Source: an optimization exercise on an open RTL-to-GDS flow (aim: small area). Production flows keep margins and buffers that such runs may drop. The RTL was checked by simulation tests, not by an equivalence proof against the original design. No activity file was given, so power comes from the tool's default toggle rates.

File: flow/config.mk
export PLATFORM = sky130hd
export DESIGN_NAME = dram_mem_arbiter
export DESIGN_NICKNAME = dram_mem_arbiter
export VERILOG_FILES = /design/flow/design.v
export SDC_FILE = /design/flow/constraint.sdc
export NUM_CORES = 4
export LEC_CHECK = 0
export CAP_MARGIN = 20
export CORE_MARGIN = 10
export CORE_UTILIZATION = 40
export SLEW_MARGIN = 20
File: flow/constraint.sdc
create_clock -name core_clock -period 7.0 [get_ports {Mem_Clk}]
set_input_delay 1.4000 -clock core_clock [delete_from_list [all_inputs] [get_ports {Mem_Clk}]]
set_output_delay 1.4000 -clock core_clock [all_outputs]
set_load 0.01 [all_outputs]
File: flow/design.v
module dram_mem_arbiter #(
    parameter int NUM_PORTS  = 4,
    parameter int ADDR_WIDTH = 32,
    parameter int DATA_WIDTH = 144,
    parameter int BE_WIDTH   = 18,
    parameter int TAG_WIDTH  = 32,
    parameter int RD_DEPTH   = 16
) (
    input  logic                            Mem_Clk,
    input  logic                            Mem_Rst,
    output logic                            dram_reset,
    output logic [ADDR_WIDTH-1:0]           dram_address,
    output logic                            dram_rnw,
    output logic                            dram_cmd_en,
    input  logic                            dram_ready,
    output logic [DATA_WIDTH-1:0]           dram_data_o,
    output logic [BE_WIDTH-1:0]             dram_byte_enable,
    input  logic [DATA_WIDTH-1:0]           dram_data_i,
    input  logic                            dram_data_valid,
    input  logic [NUM_PORTS*ADDR_WIDTH-1:0] Mem_Cmd_Address,
    input  logic [NUM_PORTS-1:0]            Mem_Cmd_RNW,
    input  logic [NUM_PORTS-1:0]            Mem_Cmd_Valid,
    input  logic [NUM_PORTS*TAG_WIDTH-1:0]  Mem_Cmd_Tag,
    output logic [NUM_PORTS-1:0]            Mem_Cmd_Ack,
    input  logic [NUM_PORTS*DATA_WIDTH-1:0] Mem_Wr_Din,
    input  logic [NUM_PORTS*BE_WIDTH-1:0]   Mem_Wr_BE,
    output logic [DATA_WIDTH-1:0]           Mem_Rd_Dout,
    output logic [TAG_WIDTH-1:0]            Mem_Rd_Tag,
    output logic [NUM_PORTS-1:0]            Mem_Rd_Valid,
    input  logic [NUM_PORTS-1:0]            Mem_Rd_Ack,
    output logic                            arb_error
);
    localparam int PW = (NUM_PORTS > 1) ? $clog2(NUM_PORTS) : 1;
    localparam int FW = $clog2(RD_DEPTH);
    localparam int TW = PW + TAG_WIDTH;            
    localparam int CMDW = 1 + ADDR_WIDTH + DATA_WIDTH + BE_WIDTH;
    logic                  cmd_en, dram_reset_q, err_q;
    logic [CMDW-1:0]       cmd_q;
    logic [PW-1:0]         rr_start;
    logic [FW:0]           alloc_p, fill_p, head_p;
    logic                  cmd_free, credit, pending, ready_any;
    logic                  grant_any, grant_read, fill, pop;
    logic [PW-1:0]         grant_idx, head_port;
    logic [NUM_PORTS-1:0]  eligible, gnt;
    logic [RD_DEPTH*TW-1:0]         tp_mem;    
    logic [RD_DEPTH*DATA_WIDTH-1:0] dat_mem;
    logic [RD_DEPTH-1:0]            alloc_sel, fill_sel, head_sel;
    logic [TW-1:0]                  tp_in, tp_head;
    logic [DATA_WIDTH-1:0]          dat_head;
    logic [CMDW-1:0]                cmd_d;
    assign cmd_free  = !cmd_en || dram_ready;
    assign credit    = (alloc_p ^ head_p) != {1'b1, {FW{1'b0}}};
    assign pending   = alloc_p != fill_p;
    assign ready_any = fill_p != head_p;
    always_comb begin
        for (int p = 0; p < NUM_PORTS; p++)
            eligible[p] = Mem_Cmd_Valid[p] && (!Mem_Cmd_RNW[p] || credit);
    end
    always_comb begin
        grant_any = 1'b0;
        grant_idx = '0;
        for (int i = 0; i < NUM_PORTS; i++) begin
            logic [PW-1:0] c;
            c = rr_start + PW'(i);
            if (!grant_any && eligible[c]) begin
                grant_any = 1'b1;
                grant_idx = c;
            end
        end
        if (Mem_Rst || !cmd_free) grant_any = 1'b0;
        gnt = '0;
        if (grant_any) gnt[grant_idx] = 1'b1;
    end
    assign Mem_Cmd_Ack = gnt;
    assign grant_read  = |(gnt & Mem_Cmd_RNW);
    assign fill        = dram_data_valid && pending;
    always_comb begin
        cmd_d = {CMDW{cmd_en && !dram_ready}} & cmd_q;
        for (int p = 0; p < NUM_PORTS; p++)
            cmd_d |= {CMDW{gnt[p]}} & {Mem_Cmd_RNW[p],
                                       Mem_Cmd_Address[p*ADDR_WIDTH +: ADDR_WIDTH],
                                       Mem_Wr_Din[p*DATA_WIDTH +: DATA_WIDTH],
                                       Mem_Wr_BE[p*BE_WIDTH +: BE_WIDTH]};
        tp_in = '0;
        for (int p = 0; p < NUM_PORTS; p++)
            tp_in |= {TW{gnt[p]}} & {PW'(p), Mem_Cmd_Tag[p*TAG_WIDTH +: TAG_WIDTH]};
    end
    always_comb begin
        for (int i = 0; i < RD_DEPTH; i++) begin
            alloc_sel[i] = alloc_p[FW-1:0] == FW'(i);
            fill_sel[i]  = fill_p[FW-1:0] == FW'(i);
            head_sel[i]  = head_p[FW-1:0] == FW'(i);
        end
    end
    always_comb begin
        tp_head  = '0;
        dat_head = '0;
        for (int i = 0; i < RD_DEPTH; i++) begin
            tp_head  |= {TW{head_sel[i]}} & tp_mem[i*TW +: TW];
            dat_head |= {DATA_WIDTH{head_sel[i]}} & dat_mem[i*DATA_WIDTH +: DATA_WIDTH];
        end
    end
    assign head_port = tp_head[TW-1 -: PW];
    assign pop       = ready_any && Mem_Rd_Ack[head_port];
    always_comb begin
        for (int p = 0; p < NUM_PORTS; p++)
            Mem_Rd_Valid[p] = ready_any && head_port == PW'(p);
    end
    assign Mem_Rd_Dout = dat_head;
    assign Mem_Rd_Tag  = tp_head[TAG_WIDTH-1:0];
    assign dram_reset  = dram_reset_q;
    assign dram_cmd_en = cmd_en;
    assign {dram_rnw, dram_address, dram_data_o, dram_byte_enable} = cmd_q;
    assign arb_error   = err_q;
    always_ff @(posedge Mem_Clk) begin
        dram_reset_q <= Mem_Rst;
        cmd_q        <= cmd_d;
        if (Mem_Rst) begin
            cmd_en   <= 1'b0;
            rr_start <= '0;
            alloc_p  <= '0;
            fill_p   <= '0;
            head_p   <= '0;
            err_q    <= 1'b0;
        end else begin
            if (grant_any) begin
                cmd_en   <= 1'b1;
                rr_start <= grant_idx + 1'b1;
            end else if (dram_ready) begin
                cmd_en <= 1'b0;
            end
            if (grant_read) alloc_p <= alloc_p + 1'b1;
            if (fill)       fill_p  <= fill_p + 1'b1;
            if (pop)        head_p  <= head_p + 1'b1;
            if (dram_data_valid && !pending) err_q <= 1'b1;
        end
    end
    always_ff @(posedge Mem_Clk) begin
        for (int i = 0; i < RD_DEPTH; i++) begin
            if (grant_read && alloc_sel[i]) tp_mem[i*TW +: TW] <= tp_in;
            if (fill && fill_sel[i])        dat_mem[i*DATA_WIDTH +: DATA_WIDTH] <= dram_data_i;
        end
    end
endmodule
File: flow/run.sh
#!/bin/bash
# synth_recipe.tcl (not shown) runs the flow's synth.tcl, then flattens the netlist and writes it again
# the make line also repeats each setting of config.mk as NAME=value (left out here)
make -C /OpenROAD-flow-scripts/flow DESIGN_CONFIG=/design/flow/config.mk WORK_HOME=/design/flow/orfs CLKGATE_MAP_FILE= SYNTH_SCRIPT=/design/flow/synth_recipe.tcl finish
==> out/results.ini, run 1 <==
[global_route]
grt_start_max_net_pins = 142
overflow = 0
antenna_found_initial = 156
grt_pass1_vias = 73000
grt_usage_pct = 35.4
grt_pass1_wl_um = 730000

[route]
wl_um = 564000
wl_per_cell_um = 46.1
drt_iter0_drc = 12200
drc = 0
drt_first_pass_iters = 8
wl_met1_um = 204000
highest_layer = met5
via_per_inst = 6.31
met2WireLength_um = 247000
drtAntennaViolNets = 5
vias = 77200
met3_length_um = 67600

[worst_setup_path]
crit_chain = nand2b_2 > buf_4 > nor2_4 > buf_4 > a22oi_1 > nand3_1 > a21oi_1 > nand4_1 > clkdlybuf4s50_1
endpoint_kind = output port
critPathBufInv = 3
reg2reg_to = tp_mem[464]$_DFFE_PP_
cpMostUsedCell = buf_4
critPathSlowestCell = nor2_4
critPathMaxFanout = 37
critPathMaxStageDelay_ns = 0.85
cp_top_family = simple AND/OR/NAND/NOR gates
r2r_slack_ns = 1.68
cp-start-kind = register
worst-setup-path-type = register to output port
worstPathArrival_ns = 5.26
r2r_start = head_p[3]$_SDFFE_PP0P_
critPathRequiredTime_ns = 5.60
r2r_cells = 13

[placed_design]
preCtsSetupSlack_ns = 0.938
hpwl_um = 392000
io_buffers = 1445
gp_congestion = 1.24

[power_and_ir_drop]
p_total_w = 0.0464
irDropWorstVdd_uv = 316
power.density_mw_per_mm2 = 321
cellLeakagePower_nw = 45.3

[timing]
max_freq_mhz = 150
finalClockSkew_ns = 0.0761
timing.final.ws_setup_ns = 0.336
tightest_slew_ns = 1.25
fin_crit_sh_pct = 95.2
hold_viol = 0
slew_viol_final = 0
period_needed_ns = 6.66
rsz0062_at_grt = no
slew_headroom_pct = 16.2
setup_viol = 0

[clocking]
root_buffer = clkbuf_16
cts_buffers = 325
cts_hold_buf = 0
cts_num_sinks = 3063
clkSlewWorstSetupHoldPaths_ns = 0.06
postCtsSetupBuffers = 0
ctsResizeCount = 0
clock_latency_ns = 0.90
cts_tree = built
cts_max_path_buffers = 4
htree_levels = 5

[synthesis]
syn-cell-area_mm2 = 0.114
syn_area_per_cell_um2 = 17.1
yosysWarnings = 1
yosysSeqAreaShare_pct = 78.9
synth-edff-count = 2848
synth_cell_type_count = 56
ys.flop_type = edfxtp_1
synthArstFlopShare_pct = 0
synth_nets = 7741
synth-seq-cells = 3063
netlist_instances = 6661

[status]
violations = antenna violations
status = failed layout checks

[finish]
fill_cells = 22900
layout-drive-gt1-share_pct = 10.1
seqCellArea_mm2 = 0.0898
layout.nets = 9245
layout_commonest_cell = edfxtp_1
areaGrowthSynthToFinish_pct = 26.9
multi_input_area_mm2 = 0.0226
mostFrequentLayoutCells = 2848 x edfxtp_1, 1423 x clkdlybuf4s50_1, 707 x a22oi_1, 369 x a221oi_1, 358 x a22o_1

[die]
die_area_mm2 = 0.306
core_area_mm2 = 0.283
boundaryPins = 1446
initial_utilization_pct = 40.3
row_count = 195
die_w_um = 553
die_y_um = 553

[min_path]
hold_path.startpoint = cmd_q[63]$_DFF_P_
hold_path.class = register to register
whs_endpoint = cmd_q[63]$_DFF_P_
min_path_cells = 2

[run]
cap_viol_max_count = 0

## synthesized netlist by cell type (6+ instances only)
master / number / share of area [%]
a21oi_1: 109 / 0.48
a221oi_1: 369 / 2.8
a222oi_1: 199 / 1.8
a22o_1: 358 / 2.8
a22oi_1: 707 / 4.7
a32o_1: 6 / 0.053
a32oi_1: 6 / 0.046
and2_1: 7 / 0.038
and3_1: 73 / 0.40
buf_1: 40 / 0.13
buf_2: 53 / 0.23
clkbuf_1: 394 / 1.3
dfxtp_1: 215 / 3.8
edfxtp_1: 2848 / 75
ha_1: 16 / 0.18
inv_1: 17 / 0.056
mux2_2: 69 / 0.68
mux2i_1: 65 / 0.57
nand2_1: 347 / 1.1
nand2b_1: 13 / 0.071
nand3_1: 94 / 0.41
nand3b_1: 7 / 0.046
nand4_1: 149 / 0.82
nor2_1: 85 / 0.28
nor2b_1: 7 / 0.038
nor3_1: 18 / 0.079
o211a_1: 16 / 0.14
o21ai_0: 302 / 1.3
xnor2_1: 11 / 0.085
xor2_1: 10 / 0.077
## per-layer routing
metal,up-vias,track usage [%]
li1,31100,-
met1,39900,44.1
met2,5205,53.0
met3,883,11.7
met4,86,22.6
met5,-,0
## state kept, by name, summed over array words and instances, names as in the netlist, 2 cells and up
signal    count
alloc_p       5
cmd_q       195
dat_mem    2304
fill_p        5
head_p        5
rr_start      2
tp_mem      544
## where the power goes
part / internal (W) / switching, W / leakage (nW) / total (W)
clock: 0.00980 / 0.00719 / 5.04 / 0.0170
combinational: 0.00282 / 0.00561 / 12.8 / 0.00843
sequential: 0.0207 / 0.000303 / 27.5 / 0.0210
total: 0.0333 / 0.0131 / 45.3 / 0.0464
## layout make-up
class	instances	area share, %
Multi-Input combinational cell	3088	15.6
Timing Repair Buffer	1667	11.5
Tap cell	3743	3.24
Clock inverter	176	1.16
Clock buffer	404	6.02
Antenna cell	77	0.133
Sequential cell	3063	62.2
Inverter	20	0.0520
## per-stage QoR
stage               area, µm²  instances  util [%]  hold WS (ns)  setup TNS (ns)
CTS                    144000      12200      51.0         0.460               0
global placement       134000      11600      47.3         0.444               0
finish                 144000      12200      51.1         0.452               0
global route           144000      12200      51.0         0.481               0
floorplan              114000       6661         -         0.485        -3307.43
detailed placement     134000      11600      47.3         0.446               0
## cells by family (layout without fill, tap and decap cells)
| kind of cell | count (synthesis) | after routing | share of synthesized area, % |
|---|---|---|---|
| flops | 3063 | 3063 | 78.9 |
| compound gates | 2109 | 2109 | 14.3 |
| simple gates | 807 | 807 | 3.37 |
| buf+inv | 510 | 2267 | 1.75 |
| mux | 135 | 135 | 1.27 |
| xor+xnor | 21 | 21 | 0.162 |
| fa+ha+maj | 16 | 16 | 0.176 |
| other cells | 0 | 77 | 0 |
## worst max-delay path by stage
stage / slack [ns] / startpoint / end / depth (start not counted)
2_1_floorplan: -1.62 / dram_data_valid / dat_mem[2160]$_DFFE_PP_ / 4
3_3_place_gp: 0.78 / Mem_Cmd_RNW[1] / Mem_Cmd_Ack[0] / 10
3_5_place_dp: 0.94 / Mem_Cmd_RNW[1] / Mem_Cmd_Ack[0] / 10
4_1_cts: 0.26 / head_p[3]$_SDFFE_PP0P_ / Mem_Rd_Dout[1] / 9
5_1_grt: 0.28 / head_p[3]$_SDFFE_PP0P_ / Mem_Rd_Dout[1] / 9
6_report: 0.34 / head_p[3]$_SDFFE_PP0P_ / Mem_Rd_Dout[1] / 9
## tightest hold or removal path: stages (launching register included)
cell,delay [ns]
dfxtp_1,0.32
nand2_1,0.04
o21ai_0,0.05
==> run 2, diff against run 1 <==
--- a/flow/design.v
+++ b/flow/design.v
@@ -38,6 +38,7 @@
     logic [CMDW-1:0]       cmd_q;
     logic [PW-1:0]         rr_start;
     logic [FW:0]           alloc_p, fill_p, head_p;
+    logic [RD_DEPTH-1:0]   head_oh;
     logic                  cmd_free, credit, pending, ready_any;
     logic                  grant_any, grant_read, fill, pop;
     logic [PW-1:0]         grant_idx, head_port;
@@ -89,7 +90,7 @@
         for (int i = 0; i < RD_DEPTH; i++) begin
             alloc_sel[i] = alloc_p[FW-1:0] == FW'(i);
             fill_sel[i]  = fill_p[FW-1:0] == FW'(i);
-            head_sel[i]  = head_p[FW-1:0] == FW'(i);
+            head_sel[i]  = head_oh[i];
         end
     end
     always_comb begin
@@ -121,6 +122,7 @@
             alloc_p  <= '0;
             fill_p   <= '0;
             head_p   <= '0;
+            head_oh  <= RD_DEPTH'(1);
             err_q    <= 1'b0;
         end else begin
             if (grant_any) begin
@@ -131,7 +133,10 @@
             end
             if (grant_read) alloc_p <= alloc_p + 1'b1;
             if (fill)       fill_p  <= fill_p + 1'b1;
-            if (pop)        head_p  <= head_p + 1'b1;
+            if (pop) begin
+                head_p  <= head_p + 1'b1;
+                head_oh <= {head_oh[RD_DEPTH-2:0], head_oh[RD_DEPTH-1]};
+            end
             if (dram_data_valid && !pending) err_q <= 1'b1;
         end
     end
==> flow/flow/run.sh (new file) <==
#!/bin/bash
# Standard ORFS layout (the standard.sh, unchanged synthesis), except that
# the port buffers use the smallest buffer cell instead of the one buffer_ports
# picks by default. The whole make output goes to flow_make.log here; ORFS
# also keeps each step's own log under orfs/logs.
set -euo pipefail
bash standard.sh 'BUFFER_PORTS_ARGS=-buffer_cell sky130_fd_sc_hd__buf_1' finish > flow_make.log 2>&1
==> flow/standard.sh (new file) <==
#!/bin/bash
# synth_recipe.tcl (not shown) runs the flow's synth.tcl, then flattens the netlist and writes it again
# the make line also repeats each setting of config.mk as NAME=value (left out here)
make -C /OpenROAD-flow-scripts/flow DESIGN_CONFIG=/design/flow/config.mk WORK_HOME=/design/flow/orfs CLKGATE_MAP_FILE= SYNTH_SCRIPT=/design/flow/synth_recipe.tcl "${@:-finish}"
--- a/flow/config.mk
+++ b/flow/config.mk
@@ -6,6 +6,6 @@
 export NUM_CORES = 4
 export LEC_CHECK = 0
 export CAP_MARGIN = 20
-export CORE_MARGIN = 10
-export CORE_UTILIZATION = 40
+export CORE_MARGIN = 2
+export CORE_UTILIZATION = 60
 export SLEW_MARGIN = 20
removed: flow/run.sh
==> run 2 against run 1 <==
Against the previous run:
- now clean on timing, DRC and antenna
- count of clock-buffer cells in the layout is 7 higher
- register-to-register slack lost 0.04 ns
- clock skew is 0.032 ns lower
- sequential power is 5% higher
- critical path depth increased by 1
- cell count shrank 14%
- die area is 37% lower
- design area decreased by 8.8%
- wire length is 5.7% lower
- global-route usage increased by 19 points
- critical path type unchanged
- highest routed layer unchanged
==> out/results.ini, run 2 <==
[clocking]
clkSlewWorstSetupHoldPaths_ns = 0.06
cts_buffers = 315
cts_max_path_buffers = 4
cts_num_sinks = 3079
ctsResizeCount = 0
cts_tree = built
postCtsSetupBuffers = 0
clock_latency_ns = 0.92
htree_levels = 5
cts_hold_buf = 0
root_buffer = clkbuf_16

[die]
die_area_mm2 = 0.191
die_y_um = 438
core_area_mm2 = 0.187
die_w_um = 438
initial_utilization_pct = 60.2
boundaryPins = 1446
row_count = 159

[synthesis]
yosysWarnings = 1
synth.top_cell.area_share_pct = 75.8
synth.top_cells.by_area = edfxtp_1 76%, a22o_1 7.0%, a221oi_1 7.0%
netlist_instances = 6259
synthArstFlopShare_pct = 0
synth-edff-count = 2848
synth_cell_type_count = 41
syn-cell-area_mm2 = 0.113
yosysTopAreaCell = edfxtp_1
yosysSeqAreaShare_pct = 79.9
ys.flop_type = edfxtp_1
synth_nets = 7336
yosysMostFrequentCell = edfxtp_1
syn_area_per_cell_um2 = 18.0
yosys-top-cells-count = 2848 x edfxtp_1, 904 x a22o_1, 901 x a221oi_1, 431 x clkbuf_1, 231 x dfxtp_1
synth-seq-cells = 3079

[timing]
rsz0062_at_grt = no
setup_viol = 0
slew_viol_final = 0
slew_headroom_pct = 8.64
finalClockSkew_ns = 0.0443
period_needed_ns = 6.02
max_freq_mhz = 166
fin_crit_sh_pct = 86.0
tightest_slew_ns = 1.38
fin_tns_setup_ns = 0
hold_viol = 0

[route]
wl_um = 532000
drc = 0
drt_first_pass_iters = 10
via_per_inst = 7.66
wl_per_cell_um = 50.6
vias = 80500
drt_iter0_drc = 16300
drtAntennaViolNets = 0

[placed_design]
hpwl_um = 347000
placed_area_mm2 = 0.121
io_buffers = 1445
gp_congestion = 1.18

[global_route]
grt_pass1_wl_um = 680000
overflow = 0
antenna_found_initial = 215
grt_start_max_net_pins = 147
grt_usage_pct = 54.6
grt_pass1_vias = 72000

[finish]
layout_commonest_cell = edfxtp_1
final_util_pct = 70.3
multi_input_area_mm2 = 0.0211
mostFrequentLayoutCells = 2848 x edfxtp_1, 1426 x buf_1, 904 x a22o_1, 901 x a221oi_1, 320 x clkbuf_16
areaGrowthSynthToFinish_pct = 16.7
largestRegisters = dat_mem (2304), tp_mem (544), cmd_q (195)
largest_reg_flops = 2304
regMostFlops = dat_mem
layout-drive-gt1-share_pct = 8.09
seqCellArea_mm2 = 0.0902
fill_cells = 11600
layout.nets = 8749
final_cell_area_mm2 = 0.132

[power_and_ir_drop]
combPwrFrac_pct = 16.9
p_sw_w = 0.0138
power_switching_share_pct = 29.8
power.density_mw_per_mm2 = 353
power_frac_clock_pct = 35.7
internal_power_w = 0.0326
irDropWorstVdd_uv = 401
seqPwrFrac_pct = 47.4
p_total_w = 0.0464
cellLeakagePower_nw = 40.8

[status]
status = finished clean

[worst_setup_path]
endpoint_kind = output port
worst-setup-path-type = register to output port
critPathRequiredTime_ns = 5.60
critPathMaxFanout = 29
worstPathArrival_ns = 4.62
cp-start-kind = register

[min_path]
hold_path.class = register to register

[run]
cap_viol_max_count = 0

run 2: cell count changes in the layout (fill, tap and decap cells not counted), moves of 101 or more:
cell and change:
nand2_1 -137, a22oi_1 -637, clkdlybuf4s50_1 -1423, o21ai_0 -101
buf_1 +1426, a221oi_1 +532, a22o_1 +546, a222oi_1 -199
run 2: power groups by stage:
stage | Sequential, W | Clock, W | Combinational [W]
5_1_grt | 0.0219 | 0.0171 | 0.00774
2_1_floorplan | 0.0218 | 0 | 0.00320
3_5_place_dp | 0.0222 | 0 | 0.00727
4_1_cts | 0.0219 | 0.0164 | 0.00732
6_report | 0.0220 | 0.0166 | 0.00782
3_3_place_gp | 0.0222 | 0 | 0.00717
run 2: layer usage:
layer | vias up | global-route usage, % | routed length (µm)
li1 | 29800 | - | -
met4 | 82 | 49.0 | 59800
met5 | - | 1.71 | 978
met1 | 40000 | 64.8 | 160000
met2 | 8818 | 69.8 | 208000
met3 | 1809 | 30.8 | 103000
run 2: metrics by stage:
stage	cells	hold slack, ns	worst slack (ns)
floorplan	6259	0.477	-1.62
global placement	9846	0.434	1.48
detailed placement	9848	0.443	1.41
CTS	10400	0.459	1.16
global route	10500	0.489	0.899
finish	10500	0.462	0.983
run 2: final cells by class:
type,instances,area share [%]
flip-flops and latches,3079,68.5
multi-input cells,2691,16.0
clock buffers,411,6.37
repair buffers,1576,5.32
well taps,2495,2.37
clock inverters,132,1.10
diodes,121,0.230
inverters,9,0.0257
run 2: kinds of logic (layout without fill, tap and decap cells):
kind of cell / count (synthesis) / after routing / share of synthesized area, %
simple gates: 504 / 504 / 2.22
mux: 24 / 24 / 0.221
xor+xnor: 21 / 21 / 0.163
other cells: 0 / 121 / 0
fa+ha+maj: 13 / 13 / 0.144
buf+inv: 489 / 2128 / 1.66
compound gates: 2129 / 2129 / 15.7
flops: 3079 / 3079 / 79.9
run 2: critical path: stages, from the launching register on:
cell      delay (ns)
dfxtp_1         0.72
xnor2_1         0.18
nand3_1         0.22
o21ai_0         0.51
nor2_1          0.07
o21ai_0         0.22
o211ai_1        0.21
nor2_1          0.37
ha_4            0.52
and2_1          0.44
buf_1           0.20
run 2: path summary, 6_finish.rpt:
kind | from | endpoint | slack (ns) | depth (start not counted)
setup / recovery | alloc_p[2]$_SDFFE_PP0P_ | Mem_Cmd_Ack[1] | 0.98 | 10
hold / removal | cmd_q[62]$_DFF_P_ | cmd_q[62]$_DFF_P_ | 0.46 | 2
setup reg to reg | alloc_p[2]$_SDFFE_PP0P_ | tp_mem[162]$_DFFE_PP_ | 1.64 | 11
hold reg to reg | cmd_q[62]$_DFF_P_ | cmd_q[62]$_DFF_P_ | 0.46 | 2
==> run 3, diff against run 2 <==
--- a/flow/config.mk
+++ b/flow/config.mk
@@ -8,4 +8,7 @@
 export CAP_MARGIN = 20
 export CORE_MARGIN = 2
 export CORE_UTILIZATION = 60
+export CTS_BUF_LIST = sky130_fd_sc_hd__clkbuf_16
+export CTS_CLUSTER_DIAMETER = 60
+export CTS_CLUSTER_SIZE = 20
 export SLEW_MARGIN = 20
==> run 3 against run 2 <==
Against the previous run:
- flip-flop and latch count unchanged
- highest routed layer unchanged
- total power shrank 11%
- now fails the layout checks on antenna violations
- sequential share of layout area up 2.1 points
- count of clock-buffer cells in the layout down 212
- sequential power about the same
- maximum frequency up 2.1%
- register-to-register slack better by 0.13 ns
- synthesized area stayed put
- cell count shrank 2.3%
==> out/results.ini, run 3 <==
[global_route]
grt_usage_pct = 53.6
grt_pass1_wl_um = 667000
overflow = 0
antenna_found_initial = 219
grt_pass1_vias = 69700
grt_start_max_net_pins = 147

[clocking]
clkSlewWorstSetupHoldPaths_ns = 0.07
root_buffer = clkbuf_16
ctsResizeCount = 0
cts_buffers = 196
cts_hold_buf = 0
htree_levels = 4
postCtsSetupBuffers = 0
clock_latency_ns = 0.89
cts_max_path_buffers = 3
cts_tree = built
cts_num_sinks = 3079

[timing]
fin_crit_sh_pct = 84.2
slew_headroom_pct = 7.49
timing.final.ws_setup_ns = 1.10
rsz0062_at_grt = no
tightest_slew_ns = 1.39
slew_viol_final = 0
max_freq_mhz = 170
hold_viol = 0
setup_viol = 0
period_needed_ns = 5.90
finalClockSkew_ns = 0.0778

[worst_setup_path]
worstPathArrival_ns = 4.50
critPathSlowestCell = dfxtp_1
r2r_slack_ns = 1.77
critPathMaxStageDelay_ns = 0.73
reg2reg_to = tp_mem[157]$_DFFE_PP_
cp-start-kind = register
r2r_cells = 14
worst-setup-path-type = register to output port
crit_chain = xnor2_1 > nand3_1 > o21ai_0 > nor2_1 > o21ai_0 > o211ai_1 > nor2_1 > ha_4 > and2_1 > buf_1
critPathRequiredTime_ns = 5.60
r2r_start = alloc_p[2]$_SDFFE_PP0P_
critPathMaxFanout = 29
endpoint_kind = output port

[synthesis]
synth.top_cells.by_area = edfxtp_1 76%, a22o_1 7.0%, a221oi_1 7.0%
synthArstFlopShare_pct = 0
syn-cell-area_mm2 = 0.113
netlist_instances = 6259
syn_area_per_cell_um2 = 18.0
yosysWarnings = 1
yosysTopAreaCell = edfxtp_1
synth-seq-cells = 3079
yosys-top-cells-count = 2848 x edfxtp_1, 904 x a22o_1, 901 x a221oi_1, 431 x clkbuf_1, 231 x dfxtp_1
synth_nets = 7336
ys.flop_type = edfxtp_1
synth_cell_type_count = 41
yosysSeqAreaShare_pct = 79.9
synth-edff-count = 2848
yosysMostFrequentCell = edfxtp_1
synth.top_cell.area_share_pct = 75.8

[finish]
layout.nets = 8629
layout-drive-gt1-share_pct = 6.27
final_util_pct = 68.2
fill_cells = 12200
layout_commonest_cell = edfxtp_1
mostFrequentLayoutCells = 2848 x edfxtp_1, 1426 x buf_1, 904 x a22o_1, 901 x a221oi_1, 215 x dfxtp_1
largest_reg_flops = 2304
regMostFlops = dat_mem
largestRegisters = dat_mem (2304), tp_mem (544), cmd_q (195)
areaGrowthSynthToFinish_pct = 13.2

[route]
drt_first_pass_iters = 8
vias = 78600
drtAntennaViolNets = 1
drt_iter0_drc = 16100
via_per_inst = 7.65
wl_um = 522000
drc = 0
wl_per_cell_um = 50.8

[die]
boundaryPins = 1446
die_y_um = 438
core_area_mm2 = 0.187
die_w_um = 438
die_area_mm2 = 0.191
initial_utilization_pct = 60.2
row_count = 159

[placed_design]
preCtsSetupSlack_ns = 1.41
gp_congestion = 1.18
io_buffers = 1445
hpwl_um = 347000

[min_path]
whs_endpoint = cmd_q[36]$_DFF_P_
hold_path.startpoint = cmd_q[36]$_DFF_P_
hold_path.class = register to register
min_path_cells = 2

[status]
status = failed layout checks
violations = antenna violations

[power_and_ir_drop]
irDropWorstVdd_uv = 295
p_total_w = 0.0413
power.density_mw_per_mm2 = 324
cellLeakagePower_nw = 39.0

[run]
cap_viol_max_count = 0

## run 3: per-layer routing
metal  wire length [µm]  track usage (%)  part of all wire, %  vias to the layer above
met5               1250             2.55                 0.24                        -
met2             205000             68.9                   39                     8116
met1             159000             64.7                   30                    39400
met3             100000             29.3                   19                     1588
met4              57100             46.2                   11                       84
li1                   -                -                    -                    29400
## run 3: logic make-up after synthesis
kind of cell / Yosys count / share of synthesized area (%)
buffers and inverters: 489 / 1.66
xor gates and xnor gates: 21 / 0.163
AOI/OAI and AO/OA: 2129 / 15.7
muxes: 24 / 0.221
adders and majority gates: 13 / 0.144
DFF: 3079 / 79.9
and+or+nand+nor: 504 / 2.22
## run 3: power breakdown
part	internal (W)	switching, W	leakage, nW
logic	0.00202	0.00574	8.40
registers	0.0210	0.000968	27.7
clock network	0.00539	0.00624	2.99
## run 3: area by class of cell
class | count | area [µm²] | share of cell area, %
Sequential cell | 3079 | 90200 | 70.7
Timing Repair Buffer | 1575 | 6980 | 5.47
Tap cell | 2495 | 3120 | 2.45
Multi-Input combinational cell | 2691 | 21100 | 16.5
Inverter | 9 | 33.8 | 0.0265
Clock buffer | 199 | 4980 | 3.90
Antenna cell | 126 | 315 | 0.247
Clock inverter | 98 | 880 | 0.689
## run 3: through the flow
step / hold WS [ns] / area [µm²] / setup TNS, ns / instances
global route: 0.492 / 127000 / 0 / 10200
finish: 0.466 / 128000 / 0 / 10300
detailed placement: 0.443 / 121000 / 0 / 9848
CTS: 0.462 / 127000 / 0 / 10100
floorplan: 0.477 / 113000 / -3307.05 / 6259
global placement: 0.434 / 121000 / 0 / 9846
## run 3: worst max path at each step
stage | start | slack (ns) | endpoint
3_5_place_dp | Mem_Cmd_RNW[2] | 1.41 | tp_mem[539]$_DFFE_PP_
4_1_cts | alloc_p[2]$_SDFFE_PP0P_ | 1.22 | Mem_Cmd_Ack[1]
3_3_place_gp | Mem_Cmd_RNW[2] | 1.48 | tp_mem[533]$_DFFE_PP_
5_1_grt | alloc_p[2]$_SDFFE_PP0P_ | 0.97 | Mem_Cmd_Ack[1]
2_1_floorplan | dram_data_valid | -1.62 | dat_mem[2160]$_DFFE_PP_
6_report | alloc_p[2]$_SDFFE_PP0P_ | 1.10 | Mem_Cmd_Ack[1]
## run 3: critical path: cells and delay by family (launching register included)
kind,cells,cell delay [ns]
compound gates,3,0.93
simple gates,4,1.07
flops,1,0.73
buf+inv,1,0.20
xor+xnor,1,0.18
fa+ha+maj,1,0.51
==> run 4, diff against run 3 <==
==> flow/flow/run.sh (replaced) <==
#!/bin/bash
# Standard ORFS layout (the standard.sh, unchanged synthesis), except that
# the port buffers use the smallest buffer cell instead of the one buffer_ports
# picks by default, and the antenna repair after detailed routing may take up
# to 10 rounds instead of 5. The whole make output goes to flow_make.log here;
# ORFS also keeps each step's own log under orfs/logs.
set -euo pipefail
bash standard.sh 'BUFFER_PORTS_ARGS=-buffer_cell sky130_fd_sc_hd__buf_1' MAX_REPAIR_ANTENNAS_ITER_DRT=10 finish > flow_make.log 2>&1
--- a/flow/config.mk
+++ b/flow/config.mk
@@ -7,7 +7,7 @@
 export LEC_CHECK = 0
 export CAP_MARGIN = 20
 export CORE_MARGIN = 2
-export CORE_UTILIZATION = 60
+export CORE_UTILIZATION = 55
 export CTS_BUF_LIST = sky130_fd_sc_hd__clkbuf_16
 export CTS_CLUSTER_DIAMETER = 60
 export CTS_CLUSTER_SIZE = 20
==> run 4 against run 3 <==
Against the previous run:
- count of clock-buffer cells in the layout decreased by 1
- via count is 2.1% lower
- die area grew 9.0%
- non-clock buffer count is 9 higher
- largest cell class unchanged
- synthesized area stayed put
- register-to-register slack better by 0.08 ns
- clock power barely moved
- synthesized cell count unchanged
- sequential share of layout area shrank 0.28 points
- critical path type unchanged
- sequential power is essentially flat
- core utilization is 5.4 points lower
- flip-flop and latch count did not move
- the run now finishes clean
- highest routed layer unchanged
==> out/results.ini, run 4 <==
[clocking]
clkSlewWorstSetupHoldPaths_ns = 0.08
cts_num_sinks = 3079
cts_buffers = 194
root_buffer = clkbuf_16
cts_hold_buf = 0
cts_max_path_buffers = 3
postCtsSetupBuffers = 0
ctsResizeCount = 0
htree_levels = 4
clock_latency_ns = 0.89
cts_tree = built

[finish]
regMostFlops = dat_mem
final_cells = 10500
largestRegisters = dat_mem (2304), tp_mem (544), cmd_q (195)
largest_reg_flops = 2304
areaGrowthSynthToFinish_pct = 13.6
layout-drive-gt1-share_pct = 6.62
mostFrequentLayoutCells = 2848 x edfxtp_1, 1426 x buf_1, 904 x a22o_1, 901 x a221oi_1, 215 x dfxtp_1
fill_cells = 15000
layout_commonest_cell = edfxtp_1
layout.nets = 8636

[placed_design]
gp_congestion = 1.14
io_buffers = 1445
hpwl_um = 343000
dpl.cell_count = 10000
preCtsSetupSlack_ns = 1.39

[synthesis]
yosysTopAreaCell = edfxtp_1
synth-edff-count = 2848
syn-cell-area_mm2 = 0.113
yosysSeqAreaShare_pct = 79.9
synth_cell_type_count = 41
synth-seq-cells = 3079
yosysWarnings = 1
synthArstFlopShare_pct = 0
yosys-top-cells-count = 2848 x edfxtp_1, 904 x a22o_1, 901 x a221oi_1, 431 x clkbuf_1, 231 x dfxtp_1
syn_area_per_cell_um2 = 18.0
yosysMostFrequentCell = edfxtp_1
synth.top_cell.area_share_pct = 75.8
netlist_instances = 6259
synth.top_cells.by_area = edfxtp_1 76%, a22o_1 7.0%, a221oi_1 7.0%
synth_nets = 7336
ys.flop_type = edfxtp_1

[die]
boundaryPins = 1446
row_count = 166
die_y_um = 457
die_w_um = 457
core_area_mm2 = 0.204
die_area_mm2 = 0.209
initial_utilization_pct = 55.2

[route]
wl_per_cell_um = 49.1
drtAntennaViolNets = 0
drt_first_pass_iters = 6
wl_um = 514000
via_per_inst = 7.35
drt_iter0_drc = 14000
vias = 77000
drc = 0

[run]
cap_viol_max_count = 0

[timing]
fin_crit_sh_pct = 80.5
hold_viol = 0
max_freq_mhz = 177
finalClockSkew_ns = 0.0370
slew_headroom_pct = 15.1
slew_viol_final = 0
whs_ns = 0.457
tightest_slew_ns = 1.28
period_needed_ns = 5.64
timing.final.ws_setup_ns = 1.36
rsz0062_at_grt = no
setup_viol = 0

[worst_setup_path]
reg2reg_to = tp_mem[335]$_DFFE_PP_
cp-start-kind = register
critPathMaxFanout = 13
endpoint_kind = output port
critPathRequiredTime_ns = 5.60
r2r_slack_ns = 1.85
r2r_cells = 13
worstPathArrival_ns = 4.24
worst-setup-path-type = register to output port
r2r_start = alloc_p[2]$_SDFFE_PP0P_

[min_path]
hold_path.class = register to register
whs_endpoint = cmd_q[135]$_DFF_P_
hold_path.startpoint = cmd_q[135]$_DFF_P_
min_path_cells = 2

[global_route]
grt_usage_pct = 48.4
antenna_found_initial = 195
overflow = 0
grt_start_max_net_pins = 144
grt_pass1_vias = 68400
grt_pass1_wl_um = 661000

[power_and_ir_drop]
cellLeakagePower_nw = 39.2
power.density_mw_per_mm2 = 322
irDropWorstVdd_uv = 306

[status]
status = finished clean

-- run 4: power breakdown --
group	switching [W]	total (W)	internal [W]
Sequential	0.000967	0.0219	0.0210
Clock	0.00630	0.0118	0.00546
Combinational	0.00548	0.00752	0.00204
Total	0.0127	0.0412	0.0285
-- run 4: worst max-delay path by stage --
stage | cells past startpoint | startpoint | slack, ns | endpoint
after CTS | 10 | alloc_p[2]$_SDFFE_PP0P_ | 1.40 | Mem_Cmd_Ack[3]
after global placement | 13 | Mem_Cmd_RNW[3] | 1.47 | tp_mem[335]$_DFFE_PP_
after global routing | 10 | alloc_p[2]$_SDFFE_PP0P_ | 1.15 | Mem_Cmd_Ack[3]
after detailed placement | 13 | Mem_Cmd_RNW[3] | 1.39 | tp_mem[332]$_DFFE_PP_
after floorplan | 4 | dram_data_valid | -1.62 | dat_mem[2160]$_DFFE_PP_
final | 10 | alloc_p[2]$_SDFFE_PP0P_ | 1.36 | Mem_Cmd_Ack[3]
-- run 4: layer usage --
| layer | part of all wire, % | track usage [%] |
|---|---|---|
| met3 | 16 | 20.5 |
| met1 | 34 | 61.4 |
| met5 | 0.12 | 0 |
| met2 | 41 | 65.0 |
| met4 | 9.6 | 38.6 |
-- run 4: layout make-up --
| class | count | area [µm²] | area share [%] |
|---|---|---|---|
| antenna | 102 | 255 | 0.199 |
| clock inverter | 115 | 1020 | 0.800 |
| sequential | 3079 | 90200 | 70.4 |
| inverter | 9 | 33.8 | 0.0264 |
| timing repair buffer | 1584 | 7140 | 5.58 |
| clock buffer | 198 | 4950 | 3.87 |
| multi-input combinational | 2691 | 21200 | 16.5 |
| tap | 2688 | 3360 | 2.62 |
-- run 4: through the flow --
step / util [%] / power [W] / cell area, µm² / TNS [ns]
after floorplan: - / 0.0250 / 113000 / -3307.05
after global placement: 59.6 / 0.0293 / 122000 / 0
after detailed placement: 59.7 / 0.0295 / 122000 / 0
after CTS: 62.6 / 0.0408 / 128000 / 0
after global routing: 62.7 / 0.0418 / 128000 / 0
final: 62.8 / 0.0412 / 128000 / 0
-- run 4: worst max-delay path: stages, from the launching register on --
cell and delay (ns):
dfxtp_1 0.67, xnor2_1 0.18, nand3_1 0.22, o21ai_0 0.54, nand2b_1 0.18, o21a_1 0.12, o211ai_1 0.15, nor2_1 0.37
ha_4 0.38, and2_1 0.33, buf_1 0.19
-- run 4: cells by family after synthesis --
kind of cell | Yosys count | share of synthesized area, %
fa+ha+maj | 13 | 0.144
simple gates | 504 | 2.22
compound gates | 2129 | 15.7
xor+xnor | 21 | 0.163
flops | 3079 | 79.9
buf+inv | 489 | 1.66
mux | 24 | 0.221
==> run 5, diff against run 4 <==
--- a/flow/config.mk
+++ b/flow/config.mk
@@ -9,6 +9,6 @@
 export CORE_MARGIN = 2
 export CORE_UTILIZATION = 55
 export CTS_BUF_LIST = sky130_fd_sc_hd__clkbuf_16
-export CTS_CLUSTER_DIAMETER = 60
-export CTS_CLUSTER_SIZE = 20
+export CTS_CLUSTER_DIAMETER = 80
+export CTS_CLUSTER_SIZE = 25
 export SLEW_MARGIN = 20
==> run 5 against run 4 <==
Against the previous run:
- now fails the layout checks on max-slew violations
- sequential share of layout area is 0.82 points higher
- setup slack better by 0.034 ns
- flip-flop and latch count did not move
- count of clock-buffer cells in the layout decreased by 43
- cell count fell by 0.79%
- combinational power barely moved
- clock skew is 0.0097 ns higher
- first-iteration DRC count is 3.6% lower
- design area decreased by 1.1%
- register-to-register slack is essentially flat
- critical endpoint unchanged
- largest cell class unchanged
- highest routed layer unchanged
==> out/results.ini, run 5 <==
[status]
status = failed layout checks
violations = max-slew violations

[placed_design]
io_buffers = 1445
placed_area_mm2 = 0.122
dpl.cell_count = 10000
gp_congestion = 1.14
hpwl_um = 343000

[worst_setup_path]
crit_chain = xnor2_1 > nand3_1 > o21ai_0 > nand2b_1 > o21a_1 > o211ai_1 > nor2_1 > ha_4 > and2_1 > buf_1
critPathRequiredTime_ns = 5.60
cp-start-kind = register
endpoint_kind = output port
cp_top_family = simple AND/OR/NAND/NOR gates
worstPathArrival_ns = 4.20
critPathBufInv = 1
critPathMaxStageDelay_ns = 0.67
r2r_slack_ns = 1.86
worst-setup-path-type = register to output port
critPathSlowestCell = dfxtp_1
critPathMaxFanout = 13

[finish]
final_util_pct = 62.0
layout-drive-gt1-share_pct = 5.72
regMostFlops = dat_mem
final_cells = 10400
layout.nets = 8593
areaGrowthSynthToFinish_pct = 12.3
final_cell_area_mm2 = 0.127
largest_reg_flops = 2304
largestRegisters = dat_mem (2304), tp_mem (544), cmd_q (195)
fill_cells = 15100
layout_commonest_cell = edfxtp_1
seqCellArea_mm2 = 0.0902
mostFrequentLayoutCells = 2848 x edfxtp_1, 1426 x buf_1, 904 x a22o_1, 901 x a221oi_1, 215 x dfxtp_1
multi_input_area_mm2 = 0.0212

[synthesis]
yosysWarnings = 1
yosys-top-cells-count = 2848 x edfxtp_1, 904 x a22o_1, 901 x a221oi_1, 431 x clkbuf_1, 231 x dfxtp_1
yosysSeqAreaShare_pct = 79.9
netlist_instances = 6259
syn_area_per_cell_um2 = 18.0
synth-seq-cells = 3079
yosysTopAreaCell = edfxtp_1
yosysMostFrequentCell = edfxtp_1
synth-edff-count = 2848
synth.top_cells.by_area = edfxtp_1 76%, a22o_1 7.0%, a221oi_1 7.0%
ys.flop_type = edfxtp_1
synth_cell_type_count = 41
synthArstFlopShare_pct = 0
synth.top_cell.area_share_pct = 75.8
syn-cell-area_mm2 = 0.113
synth_nets = 7336

[clocking]
clkSlewWorstSetupHoldPaths_ns = 0.09
clock_latency_ns = 0.89
ctsResizeCount = 0
htree_levels = 4
cts_hold_buf = 0
cts_tree = built
cts_max_path_buffers = 3
postCtsSetupBuffers = 0
cts_buffers = 151
root_buffer = clkbuf_16
cts_num_sinks = 3079

[timing]
hold_viol = 0
fin_crit_sh_pct = 80.1
tightest_slew_ns = 1.61
setup_viol = 0
slew_headroom_pct = -7.20
finalClockSkew_ns = 0.0467
whs_ns = 0.466
rsz0062_at_grt = no
period_needed_ns = 5.60
slew_viol_final = 59
max_freq_mhz = 178

[route]
wl_per_cell_um = 49.2
via_per_inst = 7.33
vias = 76100
drtAntennaViolNets = 0
drc = 0
drt_iter0_drc = 13500
drt_first_pass_iters = 8
wl_um = 511000

[min_path]
hold_path.class = register to register

[die]
row_count = 166
core_area_mm2 = 0.204
die_y_um = 457
die_area_mm2 = 0.209
boundaryPins = 1446
initial_utilization_pct = 55.2
die_w_um = 457

[run]
cap_viol_max_count = 0

[power_and_ir_drop]
irDropWorstVdd_uv = 282
p_total_w = 0.0395
cellLeakagePower_nw = 38.4
power.density_mw_per_mm2 = 312

[global_route]
grt_pass1_wl_um = 660000
grt_usage_pct = 48.3
antenna_found_initial = 187
grt_start_max_net_pins = 144
grt_pass1_vias = 68000
overflow = 0

## run 5: cell counts after synthesis
Identical to the previous run, type by type.
## run 5: cell families (layout without fill, tap and decap cells)
family,count (synthesis),after routing,share of synthesized area (%)
other,0,112,0
adders and majority gates,13,13,0.144
and+or+nand+nor,504,504,2.22
DFF,3079,3079,79.9
AOI/OAI and AO/OA,2129,2129,15.7
xor gates and xnor gates,21,21,0.163
muxes,24,24,0.221
buffers and inverters,489,1813,1.66
## run 5: layout make-up
class,count,share of cell area [%]
Sequential cell,3079,71.2
Multi-Input combinational cell,2691,16.7
Timing Repair Buffer,1584,5.63
Clock buffer,155,3.06
Tap cell,2688,2.66
Clock inverter,65,0.486
Antenna cell,112,0.221
Inverter,9,0.0267
## run 5: worst paths after layout
path                                start                    end  depth (start not counted)
setup / recovery  alloc_p[2]$_SDFFE_PP0P_         Mem_Cmd_Ack[3]                         10
setup reg to reg  alloc_p[2]$_SDFFE_PP0P_  tp_mem[329]$_DFFE_PP_                         13
hold reg to reg        cmd_q[132]$_DFF_P_     cmd_q[132]$_DFF_P_                          2
hold / removal         cmd_q[132]$_DFF_P_     cmd_q[132]$_DFF_P_                          2
## run 5: through the flow
stage	worst slack [ns]	TNS [ns]
after global routing	1.13	0
after CTS	1.40	0
after floorplan	-1.62	-3307.05
final	1.40	0
after global placement	1.47	0
after detailed placement	1.39	0
## run 5: power breakdown
group          total (W)  leakage (nW)  switching (W)  internal [W]
clock             0.0101          2.29        0.00590       0.00415
combinational    0.00750          8.47        0.00546       0.00204
sequential        0.0219          27.7       0.000962        0.0210
total             0.0395          38.4         0.0123        0.0272
## run 5: worst min-delay path: cells and delay by family (launching register included)
kind            cells  cell delay (ns)
simple gates        1             0.04
flops               1             0.34
compound gates      1             0.06
## run 5: routing by layer
metal | GRT usage, % | wire length [µm]
met5 | 0 | 966
met4 | 38.4 | 50300
met3 | 20.6 | 79200
met2 | 65.1 | 209000
met1 | 61.1 | 172000

[re-timing with driven ports]
The flow's constraints put no driver on any port. The routed layouts listed below were extracted and timed again, unchanged, in two steps.
Step 1 (the two cells are an assumption about what drives the block):
set clk [get_ports {Mem_Clk}]
set_driving_cell -lib_cell sky130_fd_sc_hd__clkbuf_16 $clk
set_driving_cell -lib_cell sky130_fd_sc_hd__buf_2 [delete_from_list [all_inputs] $clk]
Step 2 also shifts input and output timing later by t, the mid clock arrival at the registers, as if the neighbouring blocks saw the same clock.
Three values: ideal, step 1, step 2; two values: the first two.
| run | shift t [ns] | slack for setup (ns) | hold WS [ns] |
|---|---|---|---|
| run 1 | 0.980 | 0.336 / 0.217 / 0.783 | 0.452 / 0.452 / 0.452 |
| run 2 | 1.015 | 0.983 / 0.887 / 1.196 | 0.462 / 0.462 / 0.462 |
| run 3 | 0.949 | 1.105 / 1.006 / 1.310 | 0.466 / 0.466 / 0.466 |
| run 4 | 0.970 | 1.362 / 1.262 / 1.070 | 0.457 / 0.457 / 0.457 |
| run 5 | 0.954 | 1.395 / 1.299 / 0.970 | 0.466 / 0.466 / 0.466 |
For run 5, which loses most, drivers alone change the setup slack by -0.096 ns; drivers and shift together by -0.425 ns.
